What follows belongs to an exercise in optimizing a design on an open flow for small area, a short achievable clock period and few clock cycles; a production flow would make more cautious choices.
Only simulation tests tie the RTL to the original design; equivalence was not proved.

==> inputs of run F <==
Design instruction_patch_table, start of the top module:
module instruction_patch_table (
  input  logic        clk,
  input  logic        rst_n,
  input  logic        start,
  output logic        busy,
  input  logic [2:0]  in_func,
  input  logic [63:0] in_target_addr,
  input  logic [63:0] in_branch_target,
  input  logic [31:0] in_new_instr,
  input  logic [31:0] in_current_word,
  output logic        out_valid,
  output logic [2:0]  out_status,
  output logic        out_write_valid,
  output logic [63:0] out_write_offset,
  output logic [31:0] out_write_data,
  output logic [6:0]  out_active_total,
  output logic [6:0]  out_nop_total,
  output logic [6:0]  out_branch_total,
  output logic        out_last,
  input  logic        cfg_valid,
  output logic        cfg_ready,
  input  logic [1:0]  cfg_index,
  input  logic [63:0] cfg_data
);
clock: 10.0 ns
lec_check: 0
abc_clock_period_in_ps: 3000
cap_margin: 20
core_margin: 2
core_utilization: 38
cts_cluster_diameter: 100
cts_cluster_size: 20
gpl_routability_driven: 1
gpl_timing_driven: 1
setup_slack_margin: 5
slew_margin: 20
run.sh (not shown) runs the stock make flow with config.mk's settings and CLKGATE_MAP_FILE= SYNTH_SCRIPT=/design/flow/synth_recipe.tcl, a recipe that flattens the netlist after the stock synthesis.
==> inputs of run B, as changes to run F <==
--- a/flow/design.v
+++ b/flow/design.v
@@ -50,13 +50,12 @@
   assign is_br = br_r;
 endmodule
 module ipt_chain (
   input  logic        clk,
   input  logic [6:0]  fill,
   input  logic [6:0]  fill_k,
-  input  logic        adv,
   input  logic [63:0] w_addr,
   input  logic [31:0] w_orig,
   input  logic        w_nop,
   input  logic        w_br,
   input  logic [63:0] key,
   output logic [63:0] eq,
@@ -70,19 +69,14 @@
   logic [64*32-1:0] o_q;
   logic [63:0] n_q;
   logic [63:0] b_q;
   for (genvar i = 0; i < 64; i++) begin : g_cell
     logic we;
     logic keep;
-    if (i == 0) begin : g_first
-      assign we = !adv && (fill == 7'd0);
-      assign keep = adv || (fill_k != 7'd0);
-    end else begin : g_rest
-      assign we = adv ? (fill == 7'(i - 1)) : (fill == 7'(i));
-      assign keep = adv ? (fill_k != 7'(i - 1)) : (fill_k != 7'(i));
-    end
+    assign we = (fill == 7'(i));
+    assign keep = (fill_k != 7'(i));
     ipt_cell u_cell (
       .clk   (clk),
       .we    (we),
       .keep  (keep),
       .w_addr(w_addr),
       .w_orig(w_orig),
@@ -135,13 +129,12 @@
   input  logic [1:0]  cfg_index,
   input  logic [63:0] cfg_data
 );
   logic enabled_r;
   logic [63:0] base_r;
   logic [63:0] size_r;
-  logic [64:0] lim_r;           
   always_ff @(posedge clk) begin
     if (!rst_n) begin
       enabled_r <= 1'b1;
       base_r <= '0;
       size_r <= '0;
     end else if (cfg_valid) begin
@@ -150,172 +143,169 @@
         2'd1: base_r <= cfg_data;
         2'd2: size_r <= cfg_data;
         default: ;
       endcase
     end
   end
-  always_ff @(posedge clk) begin
-    lim_r <= {1'b0, base_r} + {1'b0, size_r} - 65'd3;
-  end
   logic [63:0] act_r;           
   logic [6:0] fill_r;           
   logic [6:0] fill_k_r;         
   logic [6:0] act_cnt_r;        
   logic [6:0] nop_cnt_r;
   logic [6:0] br_cnt_r;
   logic busy_r;                 
-  logic busy_o_r;               
   logic [6:0] ra_k_r;           
   logic y_valid;                
   logic y_apply, y_rev, y_ra, y_stats, y_step;
   logic [63:0] y_addr;
+  logic [31:0] y_cur;
   logic [31:0] y_data;          
   logic y_fnop, y_fbr;          
   logic y_rbad;                 
-  logic y_ge_base;              
+  logic y_inwin;                
   logic y_last;                 
   logic [63:0] eq_r;            
   logic [63:0] match;
-  logic hit, full, ins, rfound, y_inwin;
+  logic hit, full, ins, rfound;
   logic [64:0] y_off;
   assign match = eq_r & act_r;
   assign hit = |match;
   assign full = fill_r[6];
-  assign y_inwin = y_ge_base && ({1'b0, y_addr} < lim_r) && (size_r >= 64'd4);
   assign ins = y_valid && y_apply && !y_rbad && enabled_r && y_inwin && !hit && !full;
   assign rfound = y_valid && y_rev && hit;
   assign y_off = {1'b0, y_addr} - {1'b0, base_r};
   logic accept;
   logic [2:0] f;
   logic [63:0] a;
+  logic [64:0] off;
+  logic in_win;
   logic [63:0] d;
   logic range_ok;
   logic [31:0] pword;
   logic w_nop, w_br;
   logic [63:0] eq;
+  logic eq_prev, fwd;
   logic [63:0] pre;
   logic [63:0] low;
   logic [63:0] sel;
   logic [31:0] rd_orig;
   logic rd_nop, rd_br;
   logic [63:0] rd_addr;
-  logic [63:0] sel_r;           
-  logic rvalid;
-  assign busy = busy_o_r;
+  logic ra_have;
+  assign busy = busy_r;
   assign accept = start && !busy_r;
   assign f = in_func;
   assign a = in_target_addr;
+  assign off = {1'b0, a} - {1'b0, base_r};
+  assign in_win = !off[64] && (off[63:2] < size_r[63:2]) && (off[1:0] == 2'b00);
   assign d = in_branch_target - a;
   assign range_ok = (&d[63:25]) || !(|d[63:25]);
   always_comb begin
     case (f)
       ipt_pkg::FUNC_APPLY_BRANCH: pword = {ipt_pkg::OPC_B, d[27:2]};
       ipt_pkg::FUNC_APPLY_NOP: pword = ipt_pkg::WORD_NOP;
       default: pword = in_new_instr;
     endcase
   end
-  assign w_nop = (f == ipt_pkg::FUNC_APPLY_NOP) ||
-                 (f == ipt_pkg::FUNC_APPLY_WORD && in_new_instr == ipt_pkg::WORD_NOP);
-  assign w_br = (f == ipt_pkg::FUNC_APPLY_BRANCH) ||
-                (f == ipt_pkg::FUNC_APPLY_WORD && in_new_instr != ipt_pkg::WORD_NOP &&
-                 in_new_instr[31:26] == ipt_pkg::OPC_B);
-  logic [63:0] lsrc;
-  assign lsrc = act_r & ~(sel_r & {64{busy_r}});
+  assign w_nop = (pword == ipt_pkg::WORD_NOP);
+  assign w_br = !w_nop && (pword[31:26] == ipt_pkg::OPC_B);
+  assign eq_prev = (a == y_addr);
+  assign fwd = eq_prev && ins;
   always_comb begin
-    pre = {lsrc[62:0], 1'b0};
+    pre = {act_r[62:0], 1'b0};
     for (int s = 1; s < 64; s = s * 2) begin
       pre = pre | (pre << s);
     end
   end
-  assign low = lsrc & ~pre;
-  assign rvalid = |(sel_r & act_r);
-  always_ff @(posedge clk) begin
-    sel_r <= low;
-  end
-  assign sel = busy_r ? sel_r : (match & {64{y_rev}});
+  assign low = act_r & ~pre;
+  assign ra_have = (act_cnt_r != 7'd0);
+  assign sel = busy_r ? low : (eq & act_r);
   ipt_chain u_chain (
     .clk    (clk),
     .fill   (fill_r),
     .fill_k (fill_k_r),
-    .adv    (ins),
-    .w_addr (a),
-    .w_orig (in_current_word),
-    .w_nop  (w_nop),
-    .w_br   (w_br),
+    .w_addr (y_addr),
+    .w_orig (y_cur),
+    .w_nop  (y_fnop),
+    .w_br   (y_fbr),
     .key    (a),
     .eq     (eq),
     .sel    (sel),
     .rd_orig(rd_orig),
     .rd_nop (rd_nop),
     .rd_br  (rd_br),
     .rd_addr(rd_addr)
   );
   always_ff @(posedge clk) begin
     if (!rst_n) begin
       y_valid <= 1'b0;
     end else if (busy_r) begin
-      y_valid <= rvalid;
+      y_valid <= ra_have;
     end else begin
       y_valid <= accept && (f <= ipt_pkg::FUNC_STATS);
     end
   end
   always_ff @(posedge clk) begin
     y_apply <= (f <= ipt_pkg::FUNC_APPLY_NOP) && !busy_r;
     y_rev <= (f == ipt_pkg::FUNC_REVERT) && !busy_r;
     y_ra <= (f == ipt_pkg::FUNC_REVERT_ALL) && !busy_r;
     y_stats <= (f == ipt_pkg::FUNC_STATS) && !busy_r;
     y_step <= busy_r;
     y_rbad <= (f == ipt_pkg::FUNC_APPLY_BRANCH) && !range_ok;
-    y_ge_base <= (a >= base_r) && (a[1:0] == base_r[1:0]);
+    y_inwin <= in_win;
     y_last <= (act_cnt_r == 7'd1);
-    eq_r <= eq;
+    y_cur <= in_current_word;
+    for (int i = 0; i < 64; i++) begin
+      eq_r[i] <= (fill_r == 7'(i)) ? eq_prev : eq[i];
+    end
     if (busy_r) begin
       y_addr <= rd_addr;
       y_data <= rd_orig;
       y_fnop <= rd_nop;
       y_fbr <= rd_br;
-    end else begin
+    end else if (f <= ipt_pkg::FUNC_APPLY_NOP) begin
       y_addr <= a;
       y_data <= pword;
       y_fnop <= w_nop;
       y_fbr <= w_br;
+    end else begin
+      y_addr <= a;
+      y_data <= rd_orig | (y_cur & {32{fwd}});
+      y_fnop <= rd_nop | (y_fnop && fwd);
+      y_fbr <= rd_br | (y_fbr && fwd);
     end
   end
   always_ff @(posedge clk) begin
     if (!rst_n) begin
       act_r <= '0;
       fill_r <= '0;
       fill_k_r <= '0;
       act_cnt_r <= '0;
       nop_cnt_r <= '0;
       br_cnt_r <= '0;
       busy_r <= 1'b0;
-      busy_o_r <= 1'b0;
       ra_k_r <= '0;
     end else begin
-      busy_r <= busy_r ? (rvalid ? (act_cnt_r >= 7'd2) : (act_cnt_r != 7'd0)) :
-                         (accept && f == ipt_pkg::FUNC_REVERT_ALL);
-      busy_o_r <= busy_o_r ? (rvalid ? (act_cnt_r >= 7'd2) : (act_cnt_r != 7'd0)) :
-                             (start && f == ipt_pkg::FUNC_REVERT_ALL);
+      busy_r <= busy_r ? (act_cnt_r >= 7'd2) : (accept && f == ipt_pkg::FUNC_REVERT_ALL);
       if (busy_r) begin
-        act_r <= act_r & ~sel_r;
-        if (rvalid) begin
+        act_r <= act_r & ~low;
+        if (ra_have) begin
           act_cnt_r <= act_cnt_r - 7'd1;
         end
       end else if (ins) begin
         fill_r <= fill_r + 7'd1;
         fill_k_r <= fill_k_r + 7'd1;
         act_r <= act_r | (64'd1 << fill_r[5:0]);
         act_cnt_r <= act_cnt_r + 7'd1;
         nop_cnt_r <= nop_cnt_r + 7'(y_fnop);
         br_cnt_r <= br_cnt_r + 7'(y_fbr);
       end else if (rfound) begin
         act_r <= act_r & ~match;
         act_cnt_r <= act_cnt_r - 7'd1;
-        nop_cnt_r <= nop_cnt_r - 7'(rd_nop);
-        br_cnt_r <= br_cnt_r - 7'(rd_br);
+        nop_cnt_r <= nop_cnt_r - 7'(y_fnop);
+        br_cnt_r <= br_cnt_r - 7'(y_fbr);
       end
       if (y_valid && y_ra) begin
         nop_cnt_r <= '0;
         br_cnt_r <= '0;
         ra_k_r <= '0;
       end else if (y_valid && y_step) begin
@@ -355,13 +345,13 @@
       o_act <= ra_k_r + 7'd1;
       o_last <= y_last;
     end else if (y_rev) begin
       if (hit) begin
         o_wv <= 1'b1;
         o_off <= y_off[63:0];
-        o_data <= rd_orig;
+        o_data <= y_data;
       end else begin
         o_status <= ipt_pkg::STAT_NOT_FOUND;
       end
     end else if (y_stats) begin
       o_act <= act_cnt_r;
       o_nop <= nop_cnt_r;
==> flow/config.mk (replaced) <==
export PLATFORM = sky130hd
export DESIGN_NAME = instruction_patch_table
export DESIGN_NICKNAME = instruction_patch_table
export VERILOG_FILES = /design/flow/design.v
export SDC_FILE = /design/flow/constraint.sdc
export NUM_CORES = 8
export LEC_CHECK = 0
export ABC_CLOCK_PERIOD_IN_PS = 3000
export CAP_MARGIN = 20
export CORE_MARGIN = 2
export CORE_UTILIZATION = 60
export GPL_TIMING_DRIVEN = 1
export SETUP_SLACK_MARGIN = 5
export SLEW_MARGIN = 20
==> results.cfg <==
[cts]
cts_sinks = 6832
cts_buffers = 696

[run_status]
error_line = [ERROR GRT-0116] Global routing finished with congestion. Check the congestion regions in the DRC Viewer.
status = stopped before the end
stop_stage = global routing (5_1_grt)

[grt]
use_met3_pct = 93.3
grt_first_pass_wirelength_mm = 3590
met2_usage_pct = 104

[logic_synthesis]
ys_ff_latch = 6832
synth_nets = 30705
synth_common_cells = 6832 x dfxtp_1, 6606 x a22o_1, 2701 x xnor2_1

[placed_design]
dp_hpwl_mm = 1460
-- figures above: run B

==> results.cfg <==
[placed_design]
dp_hpwl_mm = 2390
dp_cells = 39931
place_ws_ps = 2480

[grt]
met2_usage_pct = 99.0
use_met3_pct = 85.4
grt_first_pass_wirelength_mm = 4990

[logic_synthesis]
synth_common_cells = 7308 x a22o_1, 6932 x dfxtp_1, 4073 x xor2_1
synth_edf_count = 0
ys.warnings.count = 3
synth_nets = 30716
synth-adder-area-share_pct = 1.69
synthXorXnorAreaFrac_pct = 12.3

[cts]
cts_buffers = 406
cts_sinks = 6932

[floorplan]
rows = 330

[run_status]
status = stopped before the end
error_line = [ERROR GRT-0116] Global routing finished with congestion. Check the congestion regions in the DRC Viewer.
stop_stage = global routing (5_1_grt)
-- figures above: run F

Testbench counts of run F, summed over its fixed seeds: cycles 6,668.
Testbench counts of run B, summed over its fixed seeds: cycles 6,661.
